Background: an optimization exercise with open tools, aiming at small area, a short achievable clock period and few clock cycles. Do not read the settings as production practice.
Only simulation tests tie the RTL to the original design; equivalence was not proved.
No activity file was given, so power comes from the tool's default toggle rates.

`flow/design.v`:
```
`default_nettype none
package pb_mcast_pkg;
  localparam int unsigned ADDR_W  = 48;
  localparam int unsigned USER_W  = 8;
  localparam int unsigned SEL_W   = 6;
  localparam int unsigned COORD_W = 6;
endpackage
`default_nettype wire
`default_nettype none
module pb_mcast_subset_iter #(
  parameter int unsigned Width = 48
) (
  input  logic [Width-1:0] val_i,
  input  logic [Width-1:0] mask_i,
  input  logic             cin_i,
  output logic [Width-1:0] val_o,
  output logic             all_o
);
  localparam int unsigned G  = 8;
  localparam int unsigned NG = (Width + G - 1) / G;
  logic [NG*G-1:0] p;
  logic [NG*G-1:0] r;         
  logic [NG-1:0]   g;         
  logic [NG:0]     gc;        
  assign p = {{(NG*G-Width){1'b1}}, val_i | ~mask_i};
  for (genvar k = 0; k < NG; k++) begin : g_grp
    assign r[k*G] = 1'b1;
    for (genvar j = 1; j < G; j++) begin : g_r
      assign r[k*G+j] = r[k*G+j-1] & p[k*G+j-1];
    end
    assign g[k] = &p[k*G +: G];
  end
  assign gc[0] = cin_i;
  for (genvar k = 0; k < NG; k++) begin : g_gc
    assign gc[k+1] = &{cin_i, g[k:0]};
  end
  for (genvar i = 0; i < Width; i++) begin : g_bit
    assign val_o[i] = val_i[i] ^ (mask_i[i] & gc[i/G] & r[i]);
  end
  assign all_o = &p;
endmodule
`default_nettype wire
`default_nettype none
module pb_mcast_unroller #(
  parameter int unsigned AddrWidth  = pb_mcast_pkg::ADDR_W,
  parameter int unsigned UserWidth  = pb_mcast_pkg::USER_W,
  parameter int unsigned SelWidth   = pb_mcast_pkg::SEL_W,
  parameter int unsigned MeshDimX   = 4,
  parameter int unsigned MeshDimY   = 4,
  parameter int unsigned CoordWidth = pb_mcast_pkg::COORD_W
) (
  input  logic                  clk_i,
  input  logic                  rst_i,
  input  logic                  in_valid_i,
  output logic                  in_ready_o,
  input  logic [AddrWidth-1:0]  in_addr_i,
  input  logic [AddrWidth-1:0]  in_mask_i,
  input  logic [2*SelWidth-1:0] in_sel_x_i,
  input  logic [2*SelWidth-1:0] in_sel_y_i,
  input  logic [UserWidth-1:0]  in_user_i,
  output logic                  out_valid_o,
  input  logic                  out_ready_i,
  output logic [AddrWidth-1:0]  out_addr_o,
  output logic [CoordWidth-1:0] out_x_o,
  output logic [CoordWidth-1:0] out_y_o,
  output logic [UserWidth-1:0]  out_user_o,
  output logic                  out_last_o,
  output logic                  busy_o,
  output logic                  err_o
);
  localparam int unsigned AW = 48;    
  localparam int unsigned SW = 6;
  localparam int unsigned NE = 6;     
  function automatic logic [AW-1:0] thermo(input logic [5:0] hgt, input logic [5:0] heq,
                                           input logic [7:0] lgt);
    logic [AW-1:0] t;
    for (int i = 0; i < AW; i++) t[i] = hgt[i/8] | (heq[i/8] & lgt[i%8]);
    thermo = t;
  endfunction
  function automatic logic [2*AW-1:0] field_dec(input logic [2*SW-1:0] sel);
    logic [2:0] oh, ol, lh, ll;
    logic [3:0] slo, shi;
    logic [5:0] hgt, heq, hgt0, heq0, ogt, oeq;
    logic [7:0] lgt, olgt;
    logic       c8;
    {oh, ol} = sel[2*SW-1:SW];
    {lh, ll} = sel[SW-1:0];
    slo = {1'b0, ol} + {1'b0, ll};
    shi = {1'b0, oh} + {1'b0, lh};
    c8  = slo[3];
    for (int a = 0; a < 6; a++) begin
      hgt0[a] = (shi > a);
      heq0[a] = (shi == a);
      ogt[a]  = (oh > a);
      oeq[a]  = (oh == a);
    end
    for (int a = 0; a < 6; a++) begin
      hgt[a] = hgt0[a] | (c8 & heq0[a]);
      heq[a] = c8 ? ((a == 0) ? 1'b0 : heq0[(a == 0) ? 0 : a-1]) : heq0[a];
    end
    for (int b = 0; b < 8; b++) begin
      lgt[b]  = (slo[2:0] > b);
      olgt[b] = (ol > b);
    end
    field_dec = {~thermo(ogt, oeq, olgt), thermo(hgt, heq, lgt)};
  endfunction
  logic [AW-1:0] gex, gey, ltx, lty;
  assign {gex, ltx} = field_dec(in_sel_x_i);
  assign {gey, lty} = field_dec(in_sel_y_i);
  logic [AW-1:0] fb, hb;                
  for (genvar i = 0; i < AW; i++) begin : g_dec
    assign fb[i] = (gex[i] & ltx[i]) | (gey[i] & lty[i]);
    if (i >= 2) begin : g_h
      assign hb[i] = (gex[i-2] & ltx[i]) | (gey[i-2] & lty[i]);
    end else begin : g_nh
      assign hb[i] = 1'b0;
    end
  end
  logic [AW-1:0] m_in, mp_in, base_in, eb;
  logic [NE-1:0] ep_in;
  assign m_in    = in_mask_i & fb;
  assign mp_in   = m_in & ~hb;
  assign base_in = in_addr_i & ~m_in;
  assign eb      = in_addr_i & ~in_mask_i & hb;
  for (genvar k = 0; k < NE; k++) begin : g_ep
    assign ep_in[k] = |eb[k*8 +: 8];
  end
  logic                  pend_q;
  logic [NE-1:0]         ep_q;
  logic [AW-1:0]         a_q, mp_q;
  logic [SW-1:0]         offx_q, offy_q;
  logic                  x0_q, x1_q, y0_q, y1_q;
  logic [UserWidth-1:0]  user_q;
  logic                  err_now, busy, accept;
  logic [AW-1:0]         a_inc;
  logic                  last;
  assign err_now = |ep_q;
  assign busy    = pend_q & ~err_now;
  assign accept  = in_valid_i & ~busy;
  pb_mcast_subset_iter #(
    .Width (AW)
  ) u_iter (
    .val_i  (a_q),
    .mask_i (mp_q),
    .cin_i  (out_ready_i),
    .val_o  (a_inc),
    .all_o  (last)
  );
  always_ff @(posedge clk_i) begin
    if (rst_i) begin
      pend_q <= 1'b0;
    end else if (busy) begin
      pend_q <= ~(out_ready_i & last);
    end else begin
      pend_q <= in_valid_i;
    end
  end
  always_ff @(posedge clk_i) begin
    if (busy) begin
      a_q <= a_inc;
    end else begin
      a_q    <= base_in;
      mp_q   <= mp_in;
      ep_q   <= ep_in;
      offx_q <= in_sel_x_i[2*SW-1:SW];
      offy_q <= in_sel_y_i[2*SW-1:SW];
      x0_q   <= |in_sel_x_i[SW-1:0];
      x1_q   <= |in_sel_x_i[SW-1:1];
      y0_q   <= |in_sel_y_i[SW-1:0];
      y1_q   <= |in_sel_y_i[SW-1:1];
      user_q <= in_user_i;
    end
  end
  function automatic logic [AW-1:0] onehot(input logic [SW-1:0] off);
    logic [7:0] h, l;
    logic [AW-1:0] d;
    for (int b = 0; b < 8; b++) begin
      h[b] = (off[5:3] == b);
      l[b] = (off[2:0] == b);
    end
    for (int i = 0; i < AW; i++) d[i] = h[i/8] & l[i%8];
    onehot = d;
  endfunction
  logic [AW-1:0] dx, dy;
  assign dx = onehot(offx_q);
  assign dy = onehot(offy_q);
  logic [1:0] cx, cy;
  assign cx[0] = x0_q & |(dx & a_q);
  assign cx[1] = x1_q & |(dx[AW-2:0] & a_q[AW-1:1]);
  assign cy[0] = y0_q & |(dy & a_q);
  assign cy[1] = y1_q & |(dy[AW-2:0] & a_q[AW-1:1]);
  assign in_ready_o  = ~busy;
  assign busy_o      = busy;
  assign out_valid_o = busy;
  assign err_o       = pend_q & err_now;
  assign out_last_o  = last;
  assign out_addr_o  = a_q;
  assign out_x_o     = {{(CoordWidth-2){1'b0}}, cx};
  assign out_y_o     = {{(CoordWidth-2){1'b0}}, cy};
  assign out_user_o  = user_q;
endmodule
`default_nettype wire
```
`flow/run.sh`:
```
#!/bin/bash
# synth_recipe.tcl (not shown) runs the flow's synth.tcl, then flattens the netlist and writes it again
# the make line also repeats each setting of config.mk as NAME=value (left out here)
make -C /OpenROAD-flow-scripts/flow DESIGN_CONFIG=/design/flow/config.mk WORK_HOME=/design/flow/orfs CLKGATE_MAP_FILE= SYNTH_SCRIPT=/design/flow/synth_recipe.tcl finish
```
`flow/config.mk`:
```
export PLATFORM = sky130hd
export DESIGN_NAME = pb_mcast_unroller
export DESIGN_NICKNAME = pb_mcast_unroller
export VERILOG_FILES = /design/flow/design.v
export SDC_FILE = /design/flow/constraint.sdc
export NUM_CORES = 4
export LEC_CHECK = 0
export ABC_AREA = 1
export CAP_MARGIN = 20
export CORE_MARGIN = 2
export CORE_UTILIZATION = 40
export SLEW_MARGIN = 20
```
`flow/constraint.sdc`:
```
create_clock -name core_clock -period 7.0 [get_ports {clk_i}]
set_input_delay 1.4000 -clock core_clock [delete_from_list [all_inputs] [get_ports {clk_i}]]
set_output_delay 1.4000 -clock core_clock [all_outputs]
set_load 0.01 [all_outputs]
```
==> flow_metrics.tcl, run 1 <==
set metrics [dict create \
    synth_edf_count 78 \
    instances_no_fill 2664 \
    vias 15100 \
    grt_max_degree 77 \
    gp_congestion 1.06 \
    areaGrowthSynthToFinish_pct 25.1 \
    cp-end-kind "primary output" \
    track_usage 0.365 \
    hold_violations 0 \
    cpPeakStageDelay_ns 0.53 \
    p_leak_nw 7.29 \
    powerDensity_nw_per_um2 195 \
    pin_count 205 \
    seq_area_frac_synth 0.279 \
    chipHeight_um 176 \
    synth_top_cell_by_area "nand2_1" \
    finalCritPeriodShare 0.674 \
    hpwl_um 46500 \
    required_ns 5.60 \
    drc 0 \
    cts_inserted_buffers 17 \
    hold_class "flop to flop" \
    cts_resized 0 \
    synthCells 2065 \
    cpMaxStageDelayCell "edfxtp_1" \
    cp-start-kind "flop" \
    drt_iter0_drc 2015 \
    worst_pin_slew_ns 1.17 \
    root_buffer "clkbuf_16" \
    synth_ff_type "edfxtp_1" \
    ys_ff_latch 127 \
    finalWirelength_um 57100 \
    die_w_um 176 \
    clock_path_buffers 2 \
    multi_input_area_um2 7450 \
    drive_gt1_frac 0.0317 \
    antenna_found_initial 4 \
    dp_slack_ns 2.01 \
    dp_cells 2631 \
    finalMaxSlewViolations 0 \
    grt_pass1_wl_um 84400 \
    yosysTopAreaCellShare 0.229 \
    dr.pass1.iters 8 \
    die-area_um2 31100 \
    total_power_w 0.00290 \
    fin_ws_ns 2.28 \
    crit_family "simple AND/OR/NAND/NOR gates" \
    drtAntennaViolNets 0 \
    grt_setup_unrepaired "false" \
    async_flop_share 0 \
    hold_buffers 0 \
    crit_buf_inv 4 \
    setup_viol 0 \
    critical_path_class "flop to primary output" \
    core_area_um2 29500 \
    cts.reportedPaths.clkPinSlew_ns 0.07 \
    ys_warn_count 1 \
    yosys.cell_types.count 48 \
    cpMostUsedCell "nand3_1" \
    crit_chain "inv_1 > nand3_1 > clkinv_1 > nand3_1 > nand2_1 > nor3_1 > nand3_1 > nor2_1 > nand3_1 > nand2_1 > inv_1 > clkdlybuf4s50_1" \
    cts_tree "built" \
    htree_levels 4 \
    final_nets 2408 \
    final_common_cell "nand2_1" \
    fp-row-count 63 \
    port_buffers 196 \
    post-cts-setup-buffers 0 \
    clk_latency_ns 0.43 \
    cp.arrival_ns 3.32 \
    final_cell_mix "nand2_1 (725), nand3_1 (329), inv_1 (245), nor2_1 (242), clkdlybuf4s50_1 (196)" \
    finalSetupTns_ns 0 \
    peakVddDrop_v 0.000176 \
    cts_num_sinks 127 \
    slew_headroom 0.213 \
    start_util 0.403 \
    finalClockSkew_ns 0.0162 \
    period_minus_slack_ns 4.72 \
    seqCellArea_um2 3320 \
    wl_per_cell_um 21.5 \
    syn-cell-area_um2 11900 \
    synth_area_leaders "nand2_1 (23%), edfxtp_1 (20%), nand3_1 (14%)" \
    grt_pass1_vias 13900 \
    status "no timing/DRC/antenna violations" \
    clock.fmax_mhz 212 \
    worstPathMaxFanout 9 \
    vias_per_cell 5.66 \
    fill_cells 3168 \
    grt_overflow 0 \
    rrSetupSlack_ns 3.66 \
    cap_violations 0 \
    avgSynthCellArea_um2 5.76 \
]
==> cells in the mapped netlist (all sizes together) (2+ instances only) <==
master  instances
nor3b           2
nand2         730
and3            8
nand3b          5
buf            16
inv           247
nor4            2
a21oi          71
o22ai          14
o21bai          2
clkinv          7
nand4          24
ha             12
xor2            6
dfxtp          49
a31oi           2
nor3           53
or2             5
o21ai         102
nand3         329
o211ai          2
a21boi          2
o31ai          16
fa              4
edfxtp         78
clkbuf         25
nor2          246
==> worst register-to-register path, cell delays in order (launching register included) <==
cell and delay (ns):
edfxtp_1 0.54, nor2_1 0.10, and3_1 0.25, nand2_4 0.41, buf_4 0.49, buf_4 0.85
nand3_1 0.45, o21ai_0 0.18
==> stage by stage <==
step / area, um^2 / util / hold slack (ns)
after floorplan: 11900 / - / 0.531
after global placement: 14300 / 0.484 / 0.551
after detailed placement: 14300 / 0.484 / 0.548
after CTS: 14900 / 0.504 / 0.567
after global routing: 14900 / 0.504 / 0.601
final: 14900 / 0.504 / 0.562
==> registers in the layout (all words and copies together) (netlist names), 6 cells and up <==
name and flops:
offx_q 6, user_q 8, offy_q 6, a_q 48, mp_q 48, ep_q 6
==> final cells by class <==
type,instances,area share
Multi-Input combinational cell,1650,0.501
Sequential cell,127,0.223
Timing Repair Buffer,210,0.139
Inverter,254,0.0641
Tap cell,390,0.0328
Clock buffer,19,0.0312
Clock inverter,13,0.00833
Antenna cell,1,0.000168
==> path summary, 6_finish.rpt <==
| check | start | end | cells past startpoint |
|---|---|---|---|
| worst min register to register | a_q[44] | a_q[44] | 3 |
| worst max register to register | ep_q[3] | a_q[30] | 7 |
| worst min-delay path | a_q[44] | a_q[44] | 3 |
| worst max-delay path | offy_q[0] | out_y_o[0] | 12 |
==> power breakdown <==
part / switching [W] / leakage, nW / total, W / internal [W]
clock: 0.000382 / 0.286 / 0.000907 / 0.000525
sequential: 0.0000984 / 1.29 / 0.000965 / 0.000867
combinational: 0.000689 / 5.71 / 0.00102 / 0.000336
==> cell families (layout without fill, tap and decap cells) <==
group | count (synthesis) | count (layout) | synth area share
AND/OR/NAND/NOR | 1405 | 1405 | 0.500
flip-flops | 127 | 127 | 0.279
other | 1 | 9 | 0.000315
buffers and inverters | 295 | 496 | 0.0972
AO/OA/AOI/OAI | 214 | 214 | 0.0988
adder cells (fa/ha/maj) | 16 | 16 | 0.0194
XOR/XNOR | 7 | 7 | 0.00516
==> routing by layer <==
layer | vias to the layer above | track usage | wire length (um)
met4 | 2 | 0.183 | 3210
li1 | 7136 | - | -
met2 | 904 | 0.562 | 24500
met3 | 184 | 0.0500 | 5590
met5 | - | 0 | 13
met1 | 6848 | 0.502 | 23900
Testbench counts, summed over its fixed seeds: cycles 13,033.
==> run 2: changes to the inputs <==
==> flow/flow/run.sh (new file) <==
#!/bin/bash
# Standard layout, with the port buffers made from the smallest buffer cell
# (the default pick is a larger delay buffer). Everything else is the standard flow's
# standard flow.
set -euo pipefail
export BUFFER_PORTS_ARGS="-buffer_cell sky130_fd_sc_hd__buf_1"
bash standard.sh 2>&1 | tee standard_flow.log
==> flow/standard.sh (new file) <==
#!/bin/bash
# synth_recipe.tcl (not shown) runs the flow's synth.tcl, then flattens the netlist and writes it again
# the make line also repeats each setting of config.mk as NAME=value (left out here)
make -C /OpenROAD-flow-scripts/flow DESIGN_CONFIG=/design/flow/config.mk WORK_HOME=/design/flow/orfs CLKGATE_MAP_FILE= SYNTH_SCRIPT=/design/flow/synth_recipe.tcl "${@:-finish}"
removed: flow/run.sh
==> run 2 against run 1 <==
Against the previous run: sequential share of layout area rose by 2.0 points; cell count unchanged; hold slack better by 0.028 ns; die area did not move; total power shrank 1.4%; non-clock buffer count up 1; synthesized cell count unchanged.
==> flow_metrics.tcl, run 2 <==
set metrics [dict create \
    p_leak_nw 6.77 \
    top_layer "met4" \
    post-route-util 0.464 \
    wl_per_cell_um 21.4 \
    syn-cell-area_um2 11900 \
    synth_edf_count 78 \
    period_minus_slack_ns 4.46 \
    reg_top3 "a_q: 48 flops, mp_q: 48 flops, user_q: 8 flops" \
    wl_met1_um 24500 \
    cts.reportedPaths.clkPinSlew_ns 0.06 \
    finalSetupTns_ns 0 \
    hold_buffers 0 \
    crit_chain "buf_1 > ha_1 > inv_1 > fa_1 > inv_1 > nor2_1 > nand3_1 > nor2_2 > inv_1 > nor2_1 > o21ai_0 > nand2_1 > nand2_1 > nor2_1 > nand2_1" \
    cp-start-kind "input pin" \
    synth_top_cell_by_area "nand2_1" \
    hpwl_um 46200 \
    cts_num_sinks 127 \
    drive_gt1_frac 0.0317 \
    reg2reg_depth 7 \
    status "no timing/DRC/antenna violations" \
    finalWirelength_um 57100 \
    cts_resized 0 \
    required_ns 7.18 \
    root_buffer "clkbuf_16" \
    synthTopCellsByCount "nand2_1 (726), nand3_1 (329), inv_1 (245), nor2_1 (242), o21ai_0 (98)" \
    powerDensity_nw_per_um2 209 \
    drtAntennaViolNets 0 \
    start_util 0.403 \
    synthCells 2065 \
    worstPathMaxFanout 13 \
    finalClockSkew_ns 0.0122 \
    post-cts-setup-buffers 0 \
    hold_class "flop to flop" \
    clock.fmax_mhz 224 \
    yosys.cell_types.count 48 \
    cpMaxStageDelayCell "buf_1" \
    final_common_cell "nand2_1" \
    cap_violations 0 \
    antenna_found_initial 1 \
    yosysMostFrequentCell "nand2_1" \
    met3_length_um 5380 \
    ys_ff_latch 127 \
    die-area_um2 31100 \
    yosysTopAreaCellShare 0.229 \
    drc 0 \
    core_area_um2 29500 \
    gp_congestion 1.08 \
    areaGrowthSynthToFinish_pct 15.0 \
    cp-end-kind "flop" \
    chipHeight_um 176 \
    grt_overflow 0 \
    grt_max_degree 67 \
    vias_per_cell 5.66 \
    finalCritPeriodShare 0.638 \
    grt_pass1_vias 13200 \
    cp.arrival_ns 4.65 \
    die_w_um 176 \
    crit_buf_inv 4 \
    drt_iter0_drc 1821 \
    finalMaxSlewViolations 0 \
    cts_tree "built" \
    synth_area_leaders "nand2_1 (23%), edfxtp_1 (20%), nand3_1 (14%)" \
    worst_pin_slew_ns 1.22 \
    synth_ff_type "edfxtp_1" \
    antenna_cells 0 \
    final_cell_mix "nand2_1 (725), nand3_1 (329), inv_1 (245), nor2_1 (242), buf_1 (196)" \
    port_buffers 196 \
    grt_pass1_wl_um 82600 \
    dr.pass1.iters 8 \
    cpPeakStageDelay_ns 0.66 \
    grt_setup_unrepaired "false" \
    crit_cells 15 \
    pin_count 205 \
    hold_violations 0 \
    clk_latency_ns 0.44 \
    clock_path_buffers 2 \
    crit_family "simple AND/OR/NAND/NOR gates" \
    fp-row-count 63 \
    avgSynthCellArea_um2 5.76 \
    critical_path_class "input pin to flop" \
    setup_viol 0 \
    track_usage 0.360 \
    min_path_cells 3 \
    seq_area_frac_synth 0.279 \
    slew_headroom 0.182 \
    dr_wl_met2_um 24300 \
    ys_warn_count 1 \
    peakVddDrop_v 0.000182 \
    vias 15100 \
    final_nets 2409 \
    cts_inserted_buffers 17 \
    htree_levels 4 \
    async_flop_share 0 \
]
[run 2: cell counts after synthesis]
No cell type changed its count.
[run 2: logic make-up (layout without fill, tap and decap cells)]
| family | Yosys count | count (layout) | share of synthesized area |
|---|---|---|---|
| AOI/OAI and AO/OA | 214 | 214 | 0.0988 |
| xor gates and xnor gates | 7 | 7 | 0.00516 |
| adders and majority gates | 16 | 16 | 0.0194 |
| buffers and inverters | 295 | 497 | 0.0972 |
| DFF | 127 | 127 | 0.279 |
| other | 1 | 8 | 0.000315 |
| and+or+nand+nor | 1405 | 1405 | 0.500 |
[run 2: tightest hold or removal path, cell delays in order, from the launching register on]
cell and delay (ns):
dfxtp_1 0.35, nand4_1 0.10, nand3_1 0.07, nand2_1 0.05
[run 2: layout make-up]
cell class	instances	area, um^2
Sequential cell	127	3320
Multi-Input combinational cell	1650	7450
Inverter	254	953
Timing Repair Buffer	211	848
Fill cell	3252	15800
Clock inverter	14	183
Clock buffer	18	429
Tap cell	390	488
[run 2: worst paths after layout]
| check | slack, ns | start | to |
|---|---|---|---|
| setup / recovery | 2.54 | in_sel_y_i[9] | ep_q[0] |
| hold / removal | 0.59 | a_q[33] | a_q[33] |
| setup reg to reg | 3.93 | ep_q[1] | a_q[40] |
| hold reg to reg | 0.59 | a_q[33] | a_q[33] |
[run 2: through the flow]
stage               setup WS (ns)  instance area [um^2]  hold WS (ns)  power, W  cells
floorplan                    2.50                 11900         0.531   0.00151   2072
global placement             2.26                 13100         0.560   0.00189   2632
detailed placement           2.23                 13100         0.583   0.00189   2632
CTS                          2.68                 13700         0.590   0.00283   2664
global route                 2.43                 13700         0.615   0.00298   2664
finish                       2.54                 13700         0.590   0.00286   2664
[run 2: layer usage]
metal | vias up | track usage
li1 | 7132 | -
met1 | 6891 | 0.505
met2 | 904 | 0.544
met3 | 158 | 0.0528
met4 | 0 | 0.171
met5 | - | 0
[run 2: report_power, final]
| group | total (W) | leakage, nW | switching (W) | internal, W |
|---|---|---|---|---|
| clock network | 0.000946 | 0.293 | 0.000379 | 0.000567 |
| registers | 0.000965 | 1.29 | 0.0000980 | 0.000867 |
| logic | 0.000945 | 5.19 | 0.000699 | 0.000247 |
| total | 0.00286 | 6.77 | 0.00118 | 0.00168 |
==> run 3: changes to the inputs <==
--- a/flow/config.mk
+++ b/flow/config.mk
@@ -8,5 +8,6 @@
 export ABC_AREA = 1
 export CAP_MARGIN = 20
 export CORE_MARGIN = 2
-export CORE_UTILIZATION = 40
+export CORE_UTILIZATION = 65
+export SETUP_SLACK_MARGIN = 4.0
 export SLEW_MARGIN = 20
==> run 3 against run 2 <==
Against the previous run: synthesized cell count unchanged; synthesized area unchanged; the flow now stops in global routing.
==> flow_metrics.tcl, run 3 <==
set metrics [dict create \
    grt_overflow 52 \
    port_buffers 196 \
    dp_slack_ns 2.52 \
    dp_cells 2464 \
    error "[ERROR GRT-0116] Global routing finished with congestion. Check the congestion regions in the DRC Viewer." \
    track_usage 0.765 \
    yosys.cell_types.count 48 \
    status "stopped before the end" \
    synth_top_cell_by_area "nand2_1" \
    yosysTopAreaCellShare 0.229 \
    yosysMostFrequentCell "nand2_1" \
    gp_congestion 1.24 \
    chipHeight_um 139 \
    start_util 0.662 \
    root_buffer "clkbuf_16" \
    grt_pass1_wl_um 116000 \
    placed_cell_area_um2 13200 \
    syn-cell-area_um2 11900 \
    hpwl_um 38200 \
    grt_max_degree 62 \
    cts_inserted_buffers 17 \
    synth_edf_count 78 \
    ys_warn_count 1 \
    synth_ff_type "edfxtp_1" \
    synthCells 2065 \
    synth_area_leaders "nand2_1 (23%), edfxtp_1 (20%), nand3_1 (14%)" \
    pin_count 205 \
    lastStage "global routing" \
    htree_levels 4 \
    grt_pass1_vias 20100 \
    async_flop_share 0 \
    clock_path_buffers 2 \
    die_w_um 139 \
    synthTopCellsByCount "nand2_1 (726), nand3_1 (329), inv_1 (245), nor2_1 (242), o21ai_0 (98)" \
    cts_num_sinks 127 \
    fp-row-count 49 \
    avgSynthCellArea_um2 5.76 \
    hold_buffers 0 \
    seq_area_frac_synth 0.279 \
    ys_ff_latch 127 \
]
run 3: cell counts after synthesis:
No cell type changed its count.
run 3: kinds of logic after synthesis:
family | Yosys count | synth area share
XOR/XNOR | 7 | 0.00516
other | 1 | 0.000315
AO/OA/AOI/OAI | 214 | 0.0988
AND/OR/NAND/NOR | 1405 | 0.500
flip-flops | 127 | 0.279
buffers and inverters | 295 | 0.0972
adder cells (fa/ha/maj) | 16 | 0.0194
run 3: how the worst max path moves through the flow:
| stage | startpoint | to | slack (ns) | depth (start not counted) |
|---|---|---|---|---|
| after floorplan | in_sel_y_i[3] | ep_q[0] | 3.63 | 14 |
| after global placement | in_sel_y_i[8] | ep_q[3] | 2.61 | 14 |
| after detailed placement | in_sel_y_i[8] | ep_q[3] | 2.52 | 14 |
| after CTS | offy_q[1] | out_y_o[0] | 3.33 | 12 |
run 3: metrics by stage:
step / hold slack (ns) / power, W / util
4_1_cts: 0.552 / 0.00301 / 0.912
2_1_floorplan: 0.531 / 0.00156 / -
3_5_place_dp: 0.536 / 0.00188 / 0.734
3_3_place_gp: 0.531 / 0.00186 / 0.734
run 3: repair_timing:
| action | CTS |
|---|---|
| endpoints found under the setup margin | 111 |
| gates resized for setup | 455 |
| pin swaps | 136 |
| setup buffers | 101 |
| cloned | 12 |
run 3: layer usage:
metal	overflow	track usage
met3	1	0.598
met2	30	0.945
met1	1	0.781
met5	0	0.246
met4	20	0.726
run 3: power by group through the flow:
stage / clock network [W] / registers, W / logic [W]
after detailed placement: 0 / 0.000969 / 0.000908
after global placement: 0 / 0.000965 / 0.000891
after CTS: 0.000840 / 0.000953 / 0.00122
after floorplan: 0 / 0.000941 / 0.000617
==> run 4: changes to the inputs <==
--- a/flow/design.v
+++ b/flow/design.v
@@ -70,7 +70,6 @@
 );
   localparam int unsigned AW = 48;    
   localparam int unsigned SW = 6;
-  localparam int unsigned NE = 6;     
   function automatic logic [AW-1:0] thermo(input logic [5:0] hgt, input logic [5:0] heq,
                                            input logic [7:0] lgt);
     logic [AW-1:0] t;
@@ -104,6 +103,16 @@
     end
     field_dec = {~thermo(ogt, oeq, olgt), thermo(hgt, heq, lgt)};
   endfunction
+  function automatic logic [5:0] dec_h(input logic [2*SW-1:0] sel);
+    logic [5:0] h;
+    for (int a = 0; a < 6; a++) h[a] = (sel[2*SW-1:SW+3] == a) && (sel[SW-1:0] != '0);
+    dec_h = h;
+  endfunction
+  function automatic logic [7:0] dec_l(input logic [2*SW-1:0] sel);
+    logic [7:0] l;
+    for (int b = 0; b < 8; b++) l[b] = (sel[SW+2:SW] == b);
+    dec_l = l;
+  endfunction
   logic [AW-1:0] gex, gey, ltx, lty;
   assign {gex, ltx} = field_dec(in_sel_x_i);
   assign {gey, lty} = field_dec(in_sel_y_i);
@@ -116,27 +125,20 @@
       assign hb[i] = 1'b0;
     end
   end
-  logic [AW-1:0] m_in, mp_in, base_in, eb;
-  logic [NE-1:0] ep_in;
-  assign m_in    = in_mask_i & fb;
-  assign mp_in   = m_in & ~hb;
-  assign base_in = in_addr_i & ~m_in;
-  assign eb      = in_addr_i & ~in_mask_i & hb;
-  for (genvar k = 0; k < NE; k++) begin : g_ep
-    assign ep_in[k] = |eb[k*8 +: 8];
-  end
-  logic                  pend_q;
-  logic [NE-1:0]         ep_q;
+  logic [AW-1:0] m_in, mp_in, base_in;
+  logic          err_in;
+  assign m_in    = in_mask_i & fb;             
+  assign mp_in   = m_in & ~hb;                 
+  assign base_in = in_addr_i & ~m_in;          
+  assign err_in  = |(in_addr_i & ~in_mask_i & hb);
+  logic                  busy_q, ld_q, err_q;
   logic [AW-1:0]         a_q, mp_q;
-  logic [SW-1:0]         offx_q, offy_q;
-  logic                  x0_q, x1_q, y0_q, y1_q;
+  logic [5:0]            xh_q, yh_q;
+  logic [7:0]            xl_q, yl_q;
+  logic                  x1_q, y1_q;
   logic [UserWidth-1:0]  user_q;
-  logic                  err_now, busy, accept;
   logic [AW-1:0]         a_inc;
   logic                  last;
-  assign err_now = |ep_q;
-  assign busy    = pend_q & ~err_now;
-  assign accept  = in_valid_i & ~busy;
   pb_mcast_subset_iter #(
     .Width (AW)
   ) u_iter (
@@ -146,53 +148,48 @@
     .val_o  (a_inc),
     .all_o  (last)
   );
+  logic busy_d;
+  assign busy_d = busy_q ? ~(out_ready_i & last) : (in_valid_i & ~err_in);
   always_ff @(posedge clk_i) begin
     if (rst_i) begin
-      pend_q <= 1'b0;
-    end else if (busy) begin
-      pend_q <= ~(out_ready_i & last);
+      busy_q <= 1'b0;
+      ld_q   <= 1'b1;
+      err_q  <= 1'b0;
     end else begin
-      pend_q <= in_valid_i;
+      busy_q <= busy_d;
+      ld_q   <= ~busy_d;
+      err_q  <= ~busy_q & in_valid_i & err_in;
     end
   end
   always_ff @(posedge clk_i) begin
-    if (busy) begin
+    if (!ld_q) begin
       a_q <= a_inc;
     end else begin
       a_q    <= base_in;
       mp_q   <= mp_in;
-      ep_q   <= ep_in;
-      offx_q <= in_sel_x_i[2*SW-1:SW];
-      offy_q <= in_sel_y_i[2*SW-1:SW];
-      x0_q   <= |in_sel_x_i[SW-1:0];
+      xh_q   <= dec_h(in_sel_x_i);
+      yh_q   <= dec_h(in_sel_y_i);
+      xl_q   <= dec_l(in_sel_x_i);
+      yl_q   <= dec_l(in_sel_y_i);
       x1_q   <= |in_sel_x_i[SW-1:1];
-      y0_q   <= |in_sel_y_i[SW-1:0];
       y1_q   <= |in_sel_y_i[SW-1:1];
       user_q <= in_user_i;
     end
   end
-  function automatic logic [AW-1:0] onehot(input logic [SW-1:0] off);
-    logic [7:0] h, l;
-    logic [AW-1:0] d;
-    for (int b = 0; b < 8; b++) begin
-      h[b] = (off[5:3] == b);
-      l[b] = (off[2:0] == b);
-    end
-    for (int i = 0; i < AW; i++) d[i] = h[i/8] & l[i%8];
-    onehot = d;
-  endfunction
   logic [AW-1:0] dx, dy;
-  assign dx = onehot(offx_q);
-  assign dy = onehot(offy_q);
+  for (genvar i = 0; i < AW; i++) begin : g_od
+    assign dx[i] = xh_q[i/8] & xl_q[i%8];
+    assign dy[i] = yh_q[i/8] & yl_q[i%8];
+  end
   logic [1:0] cx, cy;
-  assign cx[0] = x0_q & |(dx & a_q);
+  assign cx[0] = |(dx & a_q);
   assign cx[1] = x1_q & |(dx[AW-2:0] & a_q[AW-1:1]);
-  assign cy[0] = y0_q & |(dy & a_q);
+  assign cy[0] = |(dy & a_q);
   assign cy[1] = y1_q & |(dy[AW-2:0] & a_q[AW-1:1]);
-  assign in_ready_o  = ~busy;
-  assign busy_o      = busy;
-  assign out_valid_o = busy;
-  assign err_o       = pend_q & err_now;
+  assign in_ready_o  = ~busy_q;
+  assign busy_o      = busy_q;
+  assign out_valid_o = busy_q;
+  assign err_o       = err_q;
   assign out_last_o  = last;
   assign out_addr_o  = a_q;
   assign out_x_o     = {{(CoordWidth-2){1'b0}}, cx};
--- a/flow/config.mk
+++ b/flow/config.mk
@@ -8,6 +8,5 @@
 export ABC_AREA = 1
 export CAP_MARGIN = 20
 export CORE_MARGIN = 2
-export CORE_UTILIZATION = 65
-export SETUP_SLACK_MARGIN = 4.0
+export CORE_UTILIZATION = 40
 export SLEW_MARGIN = 20
==> run 4 against run 3 <==
Against the previous run: the run now finishes clean; synthesized area decreased by 0.28%; synthesized cell count decreased by 10%.
==> flow_metrics.tcl, run 4 <==
set metrics [dict create \
    final_cell_mix "nand2_1 (521), inv_1 (250), nand3_1 (223), buf_1 (196), nor2_1 (176)" \
    grt_pass1_wl_um 84000 \
    crit_chain "buf_1 > ha_1 > inv_1 > fa_1 > nand2_1 > nand2_1 > a21oi_4 > nand3_1 > inv_2 > o21ai_0 > nand2_1 > nand2_1 > nand2_1 > nand2_1 > nor2_1 > nand2_1 > nor2_1 > nand4_1 > nand2_1 > inv_2" \
    seqPwrFrac 0.351 \
    crit_buf_inv 4 \
    pin_count 205 \
    synth_top_cell_by_area "edfxtp_1" \
    areaGrowthSynthToFinish_pct 14.1 \
    clock_path_buffers 2 \
    ys_ff_latch 137 \
    die-area_um2 31000 \
    wl_per_cell_um 23.9 \
    p_leak_nw 6.25 \
    hold_buffers 0 \
    cpMostUsedCell "nand2_1" \
    vias 14200 \
    cts.reportedPaths.clkPinSlew_ns 0.06 \
    cpMaxStageDelayCell "buf_1" \
    setup_viol 0 \
    combPwrFrac 0.337 \
    powerDensity_nw_per_um2 217 \
    min_path_cells 2 \
    die_w_um 176 \
    synth_edf_count 86 \
    grt_max_degree 86 \
    grt_pass1_vias 13200 \
    vias_per_cell 5.85 \
    cts_tree "built" \
    total_power_w 0.00293 \
    required_ns 7.32 \
    rr_startpoint "ld_q" \
    grt_setup_unrepaired "false" \
    antenna_found_initial 2 \
    seq_area_frac_synth 0.304 \
    hpwl_um 48200 \
    reg2reg_depth 5 \
    finalWirelength_um 58400 \
    cts_num_sinks 137 \
    slew_headroom 0.297 \
    syn-cell-area_um2 11900 \
    post-route-util 0.460 \
    pwr-share-clk 0.312 \
    fill_cells 3196 \
    clk_latency_ns 0.43 \
    cts_resized 0 \
    synth_ff_type "edfxtp_1" \
    peakVddDrop_v 0.000156 \
    final_common_cell "nand2_1" \
    finalSetupTns_ns 0 \
    root_buffer "clkbuf_16" \
    rrSetupSlack_ns 4.47 \
    track_usage 0.373 \
    cp-start-kind "input pin" \
    dr.pass1.iters 5 \
    drive_gt1_frac 0.0469 \
    avgSynthCellArea_um2 6.39 \
    hold_violations 0 \
    period_minus_slack_ns 4.71 \
    min_to "a_q[7]" \
    cap_violations 0 \
    worst_pin_slew_ns 1.05 \
    htree_levels 4 \
    grt_overflow 0 \
    reg_top3 "a_q: 48 flops, mp_q: 48 flops" \
    finalCritPeriodShare 0.673 \
    cp.arrival_ns 5.04 \
    r2r-end "a_q[0]" \
    port_buffers 196 \
    hp-start "a_q[7]" \
    synth_area_leaders "edfxtp_1 (22%), nand2_1 (16%), nand3_1 (9.4%)" \
    hold_class "flop to flop" \
    drc 0 \
    finalClockSkew_ns 0.00946 \
    gp_congestion 1.09 \
    cts_inserted_buffers 17 \
    finalMaxSlewViolations 0 \
    status "no timing/DRC/antenna violations" \
    worstPathMaxFanout 11 \
    clock.fmax_mhz 212 \
    chipHeight_um 176 \
    drtAntennaViolNets 0 \
    fp-row-count 63 \
    yosysTopAreaCellShare 0.218 \
    p_sw_frac 0.399 \
    p_sw_w 0.00117 \
    critical_path_class "input pin to flop" \
    post-cts-setup-buffers 0 \
    yosysMostFrequentCell "nand2_1" \
    start_util 0.403 \
    crit_family "simple AND/OR/NAND/NOR gates" \
    yosys.cell_types.count 54 \
    core_area_um2 29400 \
    final_nets 2181 \
    cp-end-kind "flop" \
    synthTopCellsByCount "nand2_1 (521), inv_1 (250), nand3_1 (223), nor2_1 (176), edfxtp_1 (86)" \
    async_flop_share 0 \
    ys_warn_count 1 \
    synthCells 1855 \
    p_int_w 0.00176 \
    cpPeakStageDelay_ns 0.57 \
    drt_iter0_drc 1960 \
]
## run 4: changes by cell type after synthesis, sizes merged, moves of 15 or more
cell	previous run	this run
nand2	730	533
nor4	2	17
inv	247	262
xor2	6	30
nor2	246	188
a22o	0	34
nand3	329	230
## run 4: tightest hold or removal path, stage by stage, from the launching register on
cell	delay (ns)
dfxtp_1	0.38
xor2_1	0.08
o21ai_0	0.12
## run 4: worst max path at each step
stage,startpoint,to,slack (ns),cells after the start
after global routing,in_sel_y_i[9],ld_q,2.07,21
final,in_sel_y_i[9],ld_q,2.29,20
after CTS,in_sel_y_i[9],ld_q,2.40,21
after detailed placement,in_sel_y_i[9],ld_q,1.95,21
after global placement,in_sel_y_i[9],busy_q,1.92,19
after floorplan,in_sel_x_i[3],ld_q,3.45,18
## run 4: cells by family (layout without fill, tap and decap cells)
| logic type | Yosys count | after routing | share of synthesized area |
|---|---|---|---|
| simple gates | 1073 | 1073 | 0.398 |
| buf+inv | 319 | 503 | 0.105 |
| compound gates | 277 | 277 | 0.150 |
| flops | 137 | 137 | 0.304 |
| xor+xnor | 32 | 32 | 0.0236 |
| fa+ha+maj | 16 | 16 | 0.0194 |
| other cells | 1 | 9 | 0.000316 |
## run 4: final cells by class
| cell class | count | area [um^2] | area share |
|---|---|---|---|
| Multi-Input combinational cell | 1406 | 7030 | 0.520 |
| Sequential cell | 137 | 3610 | 0.267 |
| Inverter | 267 | 1000 | 0.0743 |
| Timing Repair Buffer | 204 | 796 | 0.0588 |
| Tap cell | 390 | 488 | 0.0361 |
| Clock buffer | 20 | 447 | 0.0330 |
| Clock inverter | 12 | 149 | 0.0110 |
| Antenna cell | 1 | 2.50 | 0.000185 |
## run 4: power groups by stage
stage / Clock, W / Combinational (W) / Sequential (W)
finish: 0.000916 / 0.000988 / 0.00103
global route: 0.000961 / 0.00106 / 0.00104
CTS: 0.000924 / 0.000959 / 0.00103
detailed placement: 0 / 0.000954 / 0.00104
global placement: 0 / 0.000963 / 0.00104
floorplan: 0 / 0.000591 / 0.00101
## run 4: layer usage
layer,global-route usage,wire length (um)
met2,0.586,25700
met4,0.191,3390
met1,0.494,23800
met5,0,0
met3,0.0629,5430
## run 4: metrics by stage
step | setup slack [ns] | cells | instance area [um^2] | hold WS (ns)
floorplan | 3.45 | 1862 | 11900 | 0.549
global placement | 1.92 | 2404 | 12900 | 0.571
detailed placement | 1.95 | 2404 | 12900 | 0.583
CTS | 2.40 | 2436 | 13500 | 0.601
global route | 2.07 | 2436 | 13500 | 0.633
finish | 2.29 | 2437 | 13500 | 0.610
Testbench counts of run 4, summed over its fixed seeds: cycles 13,033.
==> run 5: changes to the inputs <==
--- a/flow/config.mk
+++ b/flow/config.mk
@@ -9,4 +9,6 @@
 export CAP_MARGIN = 20
 export CORE_MARGIN = 2
 export CORE_UTILIZATION = 40
+export SETUP_SLACK_MARGIN = 4.0
 export SLEW_MARGIN = 20
+export TNS_END_PERCENT = 0
==> run 5 against run 4 <==
Against the previous run: wire length rose by 2.1%; core utilization rose by 3.6 points; via count rose by 2.8%; sequential share of layout area fell by 1.9 points; total power rose by 5.5%; critical path depth fell by 7; clock skew fell by 0.0016 ns; clock power rose by 1%.
==> flow_metrics.tcl, run 5 <==
set metrics [dict create \
    status "no timing/DRC/antenna violations" \
    reg_top3 "a_q: 48 flops, mp_q: 48 flops" \
    dr.pass1.iters 8 \
    worstPathMaxFanout 8 \
    met3_length_um 5390 \
    synthCells 1855 \
    drt_iter0_drc 2105 \
    synth_area_leaders "edfxtp_1 (22%), nand2_1 (16%), nand3_1 (9.4%)" \
    grt_max_degree 78 \
    seq_area_frac_synth 0.304 \
    cap_violations 0 \
    ys_warn_count 1 \
    final_common_cell "nand2_1" \
    cts_tree "built" \
    die_w_um 176 \
    hold_class "flop to flop" \
    grt_pass1_vias 13500 \
    start_util 0.403 \
    crit_family "simple AND/OR/NAND/NOR gates" \
    cpPeakStageDelay_ns 0.63 \
    clock.fmax_mhz 266 \
    required_ns 7.20 \
    worst_pin_slew_ns 1.01 \
    fin_ws_ns 3.24 \
    grt_pass1_wl_um 86400 \
    clock_path_buffers 2 \
    root_buffer "clkbuf_16" \
    yosys.cell_types.count 54 \
    cp-start-kind "input pin" \
    clk_latency_ns 0.43 \
    finalWirelength_um 59600 \
    avgSynthCellArea_um2 6.39 \
    cts.reportedPaths.clkPinSlew_ns 0.06 \
    cts_inserted_buffers 17 \
    synth_top_cell_by_area "edfxtp_1" \
    hpwl_um 47800 \
    finalMaxSlewViolations 0 \
    cpMostUsedCell "nand2_2" \
    final_nets 2244 \
    die-area_um2 31000 \
    wl_per_cell_um 23.8 \
    hold_violations 0 \
    cp.arrival_ns 3.96 \
    seqCellArea_um2 3610 \
    port_buffers 196 \
    yosysTopAreaCellShare 0.218 \
    setup_viol 0 \
    peakVddDrop_v 0.000177 \
    drive_gt1_frac 0.132 \
    ys_ff_latch 137 \
    finalCritPeriodShare 0.537 \
    cp-end-kind "flop" \
    vias_per_cell 5.85 \
    yosysMostFrequentCell "nand2_1" \
    areaGrowthSynthToFinish_pct 23.0 \
    cts_num_sinks 137 \
    grt_setup_unrepaired "true" \
    critical_path_class "input pin to flop" \
    track_usage 0.380 \
    cpMaxStageDelayCell "fa_2" \
    slew_headroom 0.326 \
    grt_overflow 0 \
    finalSetupTns_ns 0 \
    powerDensity_nw_per_um2 212 \
    top_layer "met5" \
    antenna_found_initial 4 \
    final_cell_mix "nand2_1 (489), inv_1 (227), nand3_1 (216), buf_1 (183), nor2_1 (170)" \
    crit_chain "buf_6 > ha_4 > inv_2 > fa_2 > nand2_2 > inv_1 > nand3_1 > nand2_2 > nand3_2 > o21ai_4 > a22o_1 > nand2_1 > nor2_1" \
    multi_input_area_um2 7480 \
    gp_congestion 1.09 \
    synthTopCellsByCount "nand2_1 (521), inv_1 (250), nand3_1 (223), nor2_1 (176), edfxtp_1 (86)" \
    p_leak_nw 6.69 \
    finalClockSkew_ns 0.00783 \
    vias 14600 \
    pin_count 205 \
    core_area_um2 29400 \
    chipHeight_um 176 \
    period_minus_slack_ns 3.76 \
    drc 0 \
    synth_edf_count 86 \
    dr_wl_met2_um 25900 \
    syn-cell-area_um2 11900 \
    htree_levels 4 \
    synth_ff_type "edfxtp_1" \
    crit_buf_inv 3 \
    wl_met1_um 24600 \
    fill_cells 3059 \
    async_flop_share 0 \
    dp_slack_ns 1.74 \
    drtAntennaViolNets 0 \
    fp-row-count 63 \
]
[run 5: worst reg2reg max path, stage by stage, from the launching register on]
cell and delay, ns:
dfxtp_4 0.64, buf_4 0.62, buf_4 0.87, nand3_1 0.41
o31ai_1 0.18
[run 5: where the power goes]
group | switching, W | total, W | internal, W
logic | 0.000792 | 0.00114 | 0.000350
registers | 0.0000956 | 0.00103 | 0.000933
clock network | 0.000366 | 0.000926 | 0.000560
total | 0.00125 | 0.00310 | 0.00184
[run 5: kinds of logic after synthesis]
family          after synthesis  synth area share
compound gates              277             0.150
xor+xnor                     32            0.0236
fa+ha+maj                    16            0.0194
buf+inv                     319             0.105
flops                       137             0.304
other cells                   1          0.000316
simple gates               1073             0.398
[run 5: area by class of cell]
class	count	share of cell area
Sequential cell	137	0.248
Inverter	267	0.0709
Clock buffer	17	0.0292
Clock inverter	15	0.0119
Multi-Input combinational cell	1407	0.513
Timing Repair Buffer	265	0.0928
Antenna cell	3	0.000515
Timing Repair inverter	1	0.000343
Tap cell	390	0.0335
[run 5: path summary, 6_finish.rpt]
kind / slack [ns] / start / cells after the start / to
worst max register to register: 4.19 / ld_q / 4 / a_q[12]
worst min-delay path: 0.60 / mp_q[15] / 3 / a_q[15]
worst max-delay path: 3.24 / in_sel_x_i[9] / 13 / mp_q[37]
worst min register to register: 0.60 / mp_q[15] / 3 / a_q[15]
[run 5: metrics by stage]
| step | std cells | total power [W] | hold WS [ns] | instance area [um^2] | utilization |
|---|---|---|---|---|---|
| final | 2502 | 0.00310 | 0.598 | 14600 | 0.496 |
| after global routing | 2499 | 0.00322 | 0.627 | 14600 | 0.496 |
| after CTS | 2473 | 0.00299 | 0.604 | 14100 | 0.480 |
| after detailed placement | 2403 | 0.00200 | 0.594 | 13000 | 0.441 |
| after global placement | 2403 | 0.00201 | 0.571 | 13000 | 0.441 |
| after floorplan | 1862 | 0.00161 | 0.549 | 11900 | - |
[run 5: per-layer routing]
metal	global-route usage	vias up
met4	0.209	2
met1	0.518	6789
li1	-	6726
met5	0	-
met3	0.0515	203
met2	0.584	928
[run 5: repair_timing]
item,CTS,global route
gates cloned,0,2
hold buffers,0,0
setup buffers,38,24
endpoints found under the setup margin,105,104
resized for setup,91,74
pin swaps,11,23
==> run 6: changes to the inputs <==
--- a/flow/config.mk
+++ b/flow/config.mk
@@ -9,6 +9,8 @@
 export CAP_MARGIN = 20
 export CORE_MARGIN = 2
 export CORE_UTILIZATION = 40
+export CTS_BUF_LIST = sky130_fd_sc_hd__clkbuf_8
+export CTS_CLUSTER_SIZE = 20
 export SETUP_SLACK_MARGIN = 4.0
 export SLEW_MARGIN = 20
 export TNS_END_PERCENT = 0
==> run 6 against run 5 <==
Against the previous run: still clean; sequential power is essentially flat; global-route usage shrank 0.097 points; cell area shrank 3.6%; critical path depth shrank 7; combinational power shrank 4%; critical path type is now flop to primary output; highest routed layer is now met4.
==> flow_metrics.tcl, run 6 <==
set metrics [dict create \
    finalMaxSlewViolations 0 \
    chipHeight_um 176 \
    cts_inserted_buffers 17 \
    cp.arrival_ns 2.48 \
    required_ns 5.60 \
    cp-start-kind "flop" \
    peakVddDrop_v 0.000126 \
    clock.fmax_mhz 258 \
    vias 14600 \
    ys_ff_latch 137 \
    dp_cells 2403 \
    wl_per_cell_um 24.0 \
    reg_top3 "a_q: 48 flops, mp_q: 48 flops" \
    syn-cell-area_um2 11900 \
    drc 0 \
    status "no timing/DRC/antenna violations" \
    drt_iter0_drc 2112 \
    track_usage 0.379 \
    fp-row-count 63 \
    dr.pass1.iters 6 \
    areaGrowthSynthToFinish_pct 18.6 \
    fin_area_um2 14100 \
    worstPathMaxFanout 5 \
    async_flop_share 0 \
    seq_area_frac_synth 0.304 \
    finalWirelength_um 59500 \
    core_area_um2 29400 \
    worst_pin_slew_ns 1.02 \
    final_common_cell "nand2_1" \
    ys_warn_count 1 \
    gp_congestion 1.09 \
    htree_levels 4 \
    p_leak_nw 6.47 \
    hpwl_um 47800 \
    instances_no_fill 2483 \
    antenna_found_initial 3 \
    powerDensity_nw_per_um2 199 \
    cap_violations 0 \
    setup_viol 0 \
    slew_headroom 0.314 \
    yosysMostFrequentCell "nand2_1" \
    cts_tree "built" \
    hold_buffers 0 \
    placed_cell_area_um2 13000 \
    die-area_um2 31000 \
    port_buffers 196 \
    grt_overflow 0 \
    synth_area_leaders "edfxtp_1 (22%), nand2_1 (16%), nand3_1 (9.4%)" \
    finalClockSkew_ns 0.0144 \
    grt_pass1_wl_um 86100 \
    drtAntennaViolNets 0 \
    final_nets 2226 \
    hold_class "flop to flop" \
    grt_setup_unrepaired "true" \
    critical_path_class "flop to primary output" \
    grt_max_degree 78 \
    hold_slack_ns 0.588 \
    drive_gt1_frac 0.111 \
    synth_ff_type "edfxtp_1" \
    finalSetupTns_ns 0 \
    die_w_um 176 \
    hold_violations 0 \
    pin_count 205 \
    avgSynthCellArea_um2 6.39 \
    cts.reportedPaths.clkPinSlew_ns 0.09 \
    yosys.cell_types.count 54 \
    root_buffer "clkbuf_8" \
    synthTopCellsByCount "nand2_1 (521), inv_1 (250), nand3_1 (223), nor2_1 (176), edfxtp_1 (86)" \
    grt_pass1_vias 13400 \
    synth_top_cell_by_area "edfxtp_1" \
    start_util 0.403 \
    clk_latency_ns 0.47 \
    dp_slack_ns 1.74 \
    vias_per_cell 5.88 \
    final_cell_mix "nand2_1 (507), inv_1 (229), nand3_1 (217), buf_1 (185), nor2_1 (170)" \
    period_minus_slack_ns 3.88 \
    clock_path_buffers 2 \
    cp-end-kind "primary output" \
    cts_num_sinks 137 \
    fin_ws_ns 3.12 \
    finalCritPeriodShare 0.554 \
    synthCells 1855 \
    synth_edf_count 86 \
    yosysTopAreaCellShare 0.218 \
]
-- run 6: timing repair --
action	in CTS	in global routing
setup buffers	31	15
setup endpoints to repair	105	104
pin swaps	10	7
resized for setup	79	32
-- run 6: final timing paths --
path | slack, ns | cells after the start | endpoint | from
max | 3.12 | 6 | out_y_o[0] | yl_q[3]
min | 0.59 | 2 | a_q[17] | a_q[17]
max reg2reg | 4.16 | 4 | a_q[12] | ld_q
min reg2reg | 0.59 | 2 | a_q[17] | a_q[17]
-- run 6: routing by layer --
| layer | vias up | global-route usage | wire length, um |
|---|---|---|---|
| met5 | - | 0 | 0 |
| met4 | 0 | 0.190 | 3650 |
| met3 | 219 | 0.0508 | 5790 |
| met2 | 999 | 0.587 | 25800 |
| met1 | 6715 | 0.520 | 24200 |
| li1 | 6663 | - | - |
-- run 6: cells by family after synthesis --
group | count (synthesis) | share of synthesized area
simple gates | 1073 | 0.398
buf+inv | 319 | 0.105
other cells | 1 | 0.000316
flops | 137 | 0.304
compound gates | 277 | 0.150
fa+ha+maj | 16 | 0.0194
xor+xnor | 32 | 0.0236
-- run 6: worst max-delay path, cell delays in order (launching register included) --
cell and delay [ns]:
edfxtp_1 0.54, buf_4 0.23, a311oi_1 0.29, o311ai_0 0.20, nor3_1 0.42, nand3_1 0.18
buf_1 0.16
-- run 6: where the power goes --
group          switching (W)  internal (W)
Combinational       0.000771      0.000319
Sequential         0.0000954      0.000931
Clock               0.000335      0.000352
Total                0.00120       0.00160
-- run 6: final cells by class --
type / instances / area, um^2
diodes: 2 / 5.00
clock inverters: 15 / 174
inverters: 267 / 1030
fillers: 3130 / 15300
clock buffers: 17 / 234
multi-input cells: 1406 / 7340
flip-flops and latches: 137 / 3620
well taps: 390 / 488
repair buffers: 249 / 1170
-- run 6: stage by stage --
stage	power (W)	util
2_1_floorplan	0.00161	-
3_3_place_gp	0.00201	0.441
3_5_place_dp	0.00200	0.441
4_1_cts	0.00273	0.470
5_1_grt	0.00292	0.478
6_report	0.00280	0.478
==> run 7: changes to the inputs <==
--- a/flow/config.mk
+++ b/flow/config.mk
@@ -11,6 +11,7 @@
 export CORE_UTILIZATION = 40
 export CTS_BUF_LIST = sky130_fd_sc_hd__clkbuf_8
 export CTS_CLUSTER_SIZE = 20
+export PLACE_DENSITY = 0.8
 export SETUP_SLACK_MARGIN = 4.0
 export SLEW_MARGIN = 20
 export TNS_END_PERCENT = 0
==> run 7 against run 6 <==
Against the previous run: synthesized cell count did not move; critical path depth grew 8; clock skew increased by 0.0054 ns.
==> flow_metrics.tcl, run 7 <==
set metrics [dict create \
    synth_top_cell_by_area "edfxtp_1" \
    period_minus_slack_ns 3.83 \
    synth_edf_count 86 \
    vias 14900 \
    finalCritPeriodShare 0.548 \
    antenna_cells 0 \
    synth_ff_type "edfxtp_1" \
    cpPeakStageDelay_ns 0.70 \
    synthCells 1855 \
    drc 0 \
    gr-usage-met2 0.615 \
    hold_violations 0 \
    grt_overflow 0 \
    drive_gt1_frac 0.118 \
    final_nets 2241 \
    fp-row-count 63 \
    crit_family "simple AND/OR/NAND/NOR gates" \
    antenna_found_initial 4 \
    vias_per_cell 5.95 \
    status "no timing/DRC/antenna violations" \
    worstPathMaxFanout 18 \
    yosysMostFrequentCell "nand2_1" \
    finalMaxSlewViolations 0 \
    avgSynthCellArea_um2 6.39 \
    core_area_um2 29400 \
    cpMostUsedCell "nand2_1" \
    synthTopCellsByCount "nand2_1 (521), inv_1 (250), nand3_1 (223), nor2_1 (176), edfxtp_1 (86)" \
    synth_area_leaders "edfxtp_1 (22%), nand2_1 (16%), nand3_1 (9.4%)" \
    cts_inserted_buffers 17 \
    start_util 0.403 \
    grt_pass1_vias 13700 \
    port_buffers 196 \
    finalWirelength_um 59900 \
    grt_pass1_wl_um 86800 \
    crit_buf_inv 3 \
    reg_top3 "a_q: 48 flops, mp_q: 48 flops" \
    ys_ff_latch 137 \
    p_leak_nw 6.58 \
    cpMaxStageDelayCell "nor2_1" \
    finalClockSkew_ns 0.0197 \
    cts_tree "built" \
    total_power_w 0.00276 \
    syn-cell-area_um2 11900 \
    worst_pin_slew_ns 0.987 \
    seq_area_frac_synth 0.304 \
    crit_chain "buf_1 > buf_6 > nor2_1 > inv_1 > nand2_1 > o21ai_0 > o22ai_1 > nand2_1 > nand2_1 > nor2_1 > nand2_1 > nor2_1 > nand4_1 > nand2_1" \
    setup_viol 0 \
    htree_levels 4 \
    clk_latency_ns 0.45 \
    grt_setup_unrepaired "true" \
    die_w_um 176 \
    powerDensity_nw_per_um2 194 \
    grt_max_degree 77 \
    required_ns 7.34 \
    cts_num_sinks 137 \
    peakVddDrop_v 0.000120 \
    drtAntennaViolNets 0 \
    yosysTopAreaCellShare 0.218 \
    die-area_um2 31000 \
    async_flop_share 0 \
    ys_warn_count 1 \
    fin_area_um2 14200 \
    cp-start-kind "input pin" \
    grt_use_met1 0.501 \
    globalRoute.busiestLayer "met2" \
    track_usage 0.381 \
    yosys.cell_types.count 54 \
    root_buffer "clkbuf_8" \
    wl_per_cell_um 24.0 \
    finalSetupTns_ns 0 \
    final_common_cell "nand2_1" \
    critical_path_class "input pin to flop" \
    hold_class "flop to flop" \
    pin_count 205 \
    clock_path_buffers 2 \
    dr.pass1.iters 8 \
    drt_iter0_drc 2248 \
    met3_usage 0.0609 \
    placed_cell_area_um2 13000 \
    areaGrowthSynthToFinish_pct 20.0 \
    cp-end-kind "flop" \
    cp.arrival_ns 4.17 \
    cap_violations 0 \
    final_cell_mix "nand2_1 (502), inv_1 (235), nand3_1 (217), buf_1 (184), nor2_1 (170)" \
    clock.fmax_mhz 261 \
    chipHeight_um 176 \
    gp_congestion 1.05 \
    slew_headroom 0.337 \
    hpwl_um 47900 \
    cts.reportedPaths.clkPinSlew_ns 0.07 \
]
run 7: cell count changes in the layout (fill, tap and decap cells not counted), sizes merged:
cell,change
clkinv,-3
clkinvlp,-3
diode,-2
inv,+5
buf,+17
bufinv,-1
run 7: final cells by class:
class	count	area [um^2]
fill	3090	15200
multi-input combinational	1406	7400
sequential	137	3620
timing repair buffer	264	1320
inverter	267	1030
tap	390	488
clock buffer	19	262
clock inverter	13	116
run 7: worst reg2reg max path, delay by kind of cell, from the launching register on:
| family | cells | cell delay [ns] |
|---|---|---|
| and+or+nand+nor | 10 | 1.35 |
| DFF | 1 | 0.47 |
| AOI/OAI and AO/OA | 3 | 0.40 |
| buffers and inverters | 2 | 0.22 |
run 7: cell families after synthesis:
| logic type | Yosys count | synth area share |
|---|---|---|
| AOI/OAI and AO/OA | 277 | 0.150 |
| xor gates and xnor gates | 32 | 0.0236 |
| adders and majority gates | 16 | 0.0194 |
| buffers and inverters | 319 | 0.105 |
| DFF | 137 | 0.304 |
| other | 1 | 0.000316 |
| and+or+nand+nor | 1073 | 0.398 |
run 7: repair_timing:
| action | 4_1_cts | 5_1_grt |
|---|---|---|
| setup buffers | 53 | 8 |
| resized for setup | 112 | 14 |
| setup endpoints to repair | 104 | 104 |
| hold buffers | 0 | 0 |
| cloned | 0 | 0 |
| pin swaps | 18 | 9 |
run 7: power breakdown:
| part | leakage, nW | switching, W | internal [W] |
|---|---|---|---|
| combinational | 4.92 | 0.000783 | 0.000331 |
| sequential | 1.44 | 0.0000917 | 0.000931 |
| clock | 0.215 | 0.000300 | 0.000327 |
run 7: routing by layer:
layer | vias up | routed length [um]
met5 | - | 16
met1 | 6927 | 23400
met3 | 187 | 6070
met4 | 2 | 3340
met2 | 1050 | 27100
li1 | 6696 | -
run 7: stage by stage:
stage               hold WS, ns  cells  worst slack (ns)   util
global placement          0.582   2403              1.55  0.441
CTS                       0.595   2488              3.33  0.481
finish                    0.589   2496              3.17  0.484
global route              0.641   2496              3.13  0.484
detailed placement        0.585   2403              1.67  0.441
floorplan                 0.549   1862              3.50      -
run 7: path summary, 6_finish.rpt:
check	slack, ns	to	depth (start not counted)	start
worst max register to register	4.45	a_q[30]	15	a_q[1]
worst min-delay path	0.59	a_q[15]	3	mp_q[15]
worst max-delay path	3.17	busy_q	14	in_sel_x_i[11]
worst min register to register	0.59	a_q[15]	3	mp_q[15]
==> run 8: changes to the inputs <==
--- a/flow/config.mk
+++ b/flow/config.mk
@@ -8,10 +8,7 @@
 export ABC_AREA = 1
 export CAP_MARGIN = 20
 export CORE_MARGIN = 2
-export CORE_UTILIZATION = 40
-export CTS_BUF_LIST = sky130_fd_sc_hd__clkbuf_8
-export CTS_CLUSTER_SIZE = 20
-export PLACE_DENSITY = 0.8
+export CORE_UTILIZATION = 50
 export SETUP_SLACK_MARGIN = 4.0
 export SLEW_MARGIN = 20
 export TNS_END_PERCENT = 0
==> run 8 against run 7 <==
Against the previous run: total power increased by 9.1%; first-iteration DRC count up 6.8%; cell area decreased by 1.5%; core utilization grew 11 points; non-clock buffer count down 33; via count grew 0.68%; combinational power decreased by 4%; critical path type is now flop to primary output; largest cell class unchanged.
==> flow_metrics.tcl, run 8 <==
set metrics [dict create \
    drt_iter0_drc 2401 \
    cts_inserted_buffers 17 \
    status "no timing/DRC/antenna violations" \
    synth_top_family_by_area "simple AND/OR/NAND/NOR gates" \
    antenna_found_initial 1 \
    ys_ff_latch 137 \
    fp-row-count 56 \
    chipHeight_um 158 \
    peakVddDrop_v 0.000167 \
    finalCritPeriodShare 0.561 \
    die_w_um 158 \
    vias_per_cell 6.25 \
    avgSynthCellArea_um2 6.39 \
    clock.fmax_mhz 255 \
    slew_headroom 0.279 \
    synth_compound_gate_area_share 0.150 \
    cp-start-kind "flop" \
    multi_input_area_um2 7340 \
    finalMaxSlewViolations 0 \
    reg_top3 "a_q: 48 flops, mp_q: 48 flops" \
    synthTopCellsByCount "nand2_1 (521), inv_1 (250), nand3_1 (223), nor2_1 (176), edfxtp_1 (86)" \
    core_area_um2 23400 \
    p_leak_nw 6.47 \
    fill_cells 2284 \
    clk_latency_ns 0.42 \
    track_usage 0.444 \
    hold_buffers 0 \
    seq_area_frac_synth 0.304 \
    synth_area_leaders "edfxtp_1 (22%), nand2_1 (16%), nand3_1 (9.4%)" \
    start_util 0.507 \
    cp.arrival_ns 2.53 \
    hpwl_um 44100 \
    finalWirelength_um 56100 \
    die-area_um2 25000 \
    syn-cell-area_um2 11900 \
    drc 0 \
    dr.pass1.iters 6 \
    dp_slack_ns 2.00 \
    yosysMostFrequentCell "nand2_1" \
    htree_levels 4 \
    yosysTopAreaCellShare 0.218 \
    synth_edf_count 86 \
    cp-end-kind "primary output" \
    seqCellArea_um2 3610 \
    grt_overflow 0 \
    cts_num_sinks 137 \
    synth_xor_area_frac 0.0236 \
    finalClockSkew_ns 0.0140 \
    port_buffers 196 \
    drive_gt1_frac 0.101 \
    pin_count 205 \
    synthAdderAreaFrac 0.0194 \
    hold_class "flop to flop" \
    synth_top_cell_by_area "edfxtp_1" \
    final_nets 2208 \
    required_ns 5.60 \
    gp_congestion 1.12 \
    grt_max_degree 96 \
    final_cell_mix "nand2_1 (509), inv_1 (229), nand3_1 (216), buf_1 (184), nor2_1 (168)" \
    final_common_cell "nand2_1" \
    areaGrowthSynthToFinish_pct 18.2 \
    critical_path_class "flop to primary output" \
    powerDensity_nw_per_um2 215 \
    synthSimpleGateAreaFrac 0.398 \
    period_minus_slack_ns 3.93 \
    synthCells 1855 \
    wl_per_cell_um 23.4 \
    cts_tree "built" \
    setup_viol 0 \
    hold_violations 0 \
    drtAntennaViolNets 0 \
    grt_setup_unrepaired "true" \
    clock_path_buffers 2 \
    synth_ff_type "edfxtp_1" \
    hold_slack_ns 0.589 \
    finalSetupTns_ns 0 \
    instances_no_fill 2393 \
    worst_pin_slew_ns 1.08 \
    grt_pass1_vias 13500 \
    dp_cells 2326 \
    vias 15000 \
    fin_ws_ns 3.07 \
    ys_warn_count 1 \
    async_flop_share 0 \
    worstPathMaxFanout 9 \
    root_buffer "clkbuf_16" \
    cap_violations 0 \
    grt_pass1_wl_um 81300 \
    muxShareOfSynthArea 0 \
    yosys.cell_types.count 54 \
    cts.reportedPaths.clkPinSlew_ns 0.06 \
]
## run 8: cell types whose count changed in the layout (fill, tap and decap cells not counted), moves of 6 or more
cell / change
clkbuf_8: -19
nand2_1: +7
buf_4: -27
inv_1: -6
clkbuf_16: +18
## run 8: stage by stage
step / power [W] / utilization / instance area, um^2
2_1_floorplan: 0.00161 / - / 11900
3_5_place_dp: 0.00197 / 0.549 / 12800
4_1_cts: 0.00293 / 0.593 / 13900
6_report: 0.00302 / 0.599 / 14000
3_3_place_gp: 0.00197 / 0.549 / 12800
5_1_grt: 0.00312 / 0.599 / 14000
## run 8: what timing repair did
| action | CTS | global route |
|---|---|---|
| pin swaps | 13 | 7 |
| gates resized for setup | 85 | 23 |
| setup endpoints to repair | 105 | 104 |
| buffers inserted | 27 | 7 |
## run 8: report_power, final
group	leakage (nW)	internal (W)	switching, W
sequential	1.44	0.000932	0.0000945
combinational	4.74	0.000311	0.000760
clock	0.287	0.000550	0.000368
## run 8: cell families (layout without fill, tap and decap cells)
family                   count (synthesis)  count (layout)
AND/OR/NAND/NOR                       1073            1073
buffers and inverters                  319             530
adder cells (fa/ha/maj)                 16              16
AO/OA/AOI/OAI                          277             277
XOR/XNOR                                32              32
flip-flops                             137             137
other                                    1               9
## run 8: metal layers
layer	global-route usage	share of wire	up-vias
li1	-	-	6624
met1	0.558	0.36	6795
met2	0.671	0.42	1251
met3	0.140	0.14	291
met4	0.260	0.075	2
met5	0	0.00023	-
## run 8: final timing paths
kind	startpoint	to	slack, ns	cells after the start
worst min register to register	mp_q[15]	a_q[15]	0.59	3
worst max register to register	ld_q	a_q[9]	4.35	3
worst min-delay path	mp_q[15]	a_q[15]	0.59	3
worst max-delay path	yl_q[4]	out_y_o[1]	3.07	7
## run 8: layout make-up
type | count | share of cell area
Inverter | 267 | 0.0731
Tap cell | 319 | 0.0285
Timing Repair Buffer | 231 | 0.0742
Antenna cell | 1 | 0.000179
Multi-Input combinational cell | 1406 | 0.524
Clock inverter | 12 | 0.00982
Sequential cell | 137 | 0.258
Clock buffer | 20 | 0.0327
## run 8: worst max-delay path, stage by stage (launching register included)
cell and delay, ns:
edfxtp_1 0.71, inv_1 0.31, o311ai_0 0.60, nor4_2 0.13
nand4_1 0.12, nand2_1 0.06, inv_1 0.04, buf_1 0.14

re-timing with driven ports:
The results above use ideal ports. As a check the final layouts listed here were re-extracted and re-timed, cells and wires unchanged.
Step 1 sets driving cells, clkbuf_16 on the clock port and buf_2 on the other inputs (assumed; they add their load-dependent delay and slew).
Step 2, shift: input delay + t, output delay - t, t = (earliest + latest rising clock arrival at the registers) / 2. This alone moves slack from input paths to output paths.
Slacks: ideal / step 1 / step 2; pairs: ideal / step 1.
run | t (ns) | setup WS [ns] | hold slack, ns | slew at the worst register clock pin (ns) | cell pins on the clock port's net
run 1 | 0.475 | 2.283 / 2.233 / 1.898 | 0.562 / 0.562 / 0.562 | 0.07 / 0.07 | 1
run 2 | 0.479 | 2.535 / 2.549 / 2.070 | 0.590 / 0.590 / 0.590 | 0.07 / 0.07 | 1
run 4 | 0.468 | 2.286 / 2.306 / 1.838 | 0.610 / 0.610 / 0.610 | 0.06 / 0.06 | 1
run 5 | 0.467 | 3.243 / 3.200 / 2.784 | 0.598 / 0.598 / 0.598 | 0.06 / 0.06 | 1
run 6 | 0.501 | 3.119 / 3.079 / 2.743 | 0.588 / 0.588 / 0.588 | 0.09 / 0.09 | 1
run 7 | 0.476 | 3.166 / 3.175 / 2.699 | 0.589 / 0.589 / 0.589 | 0.08 / 0.08 | 1
run 8 | 0.473 | 3.073 / 3.018 / 2.689 | 0.589 / 0.589 / 0.589 | 0.07 / 0.07 | 1
After both steps setup and hold are still met in every run listed. The setup slack of run 7, which loses most, moves by +0.009 ns with the drivers and by -0.467 ns with both steps.
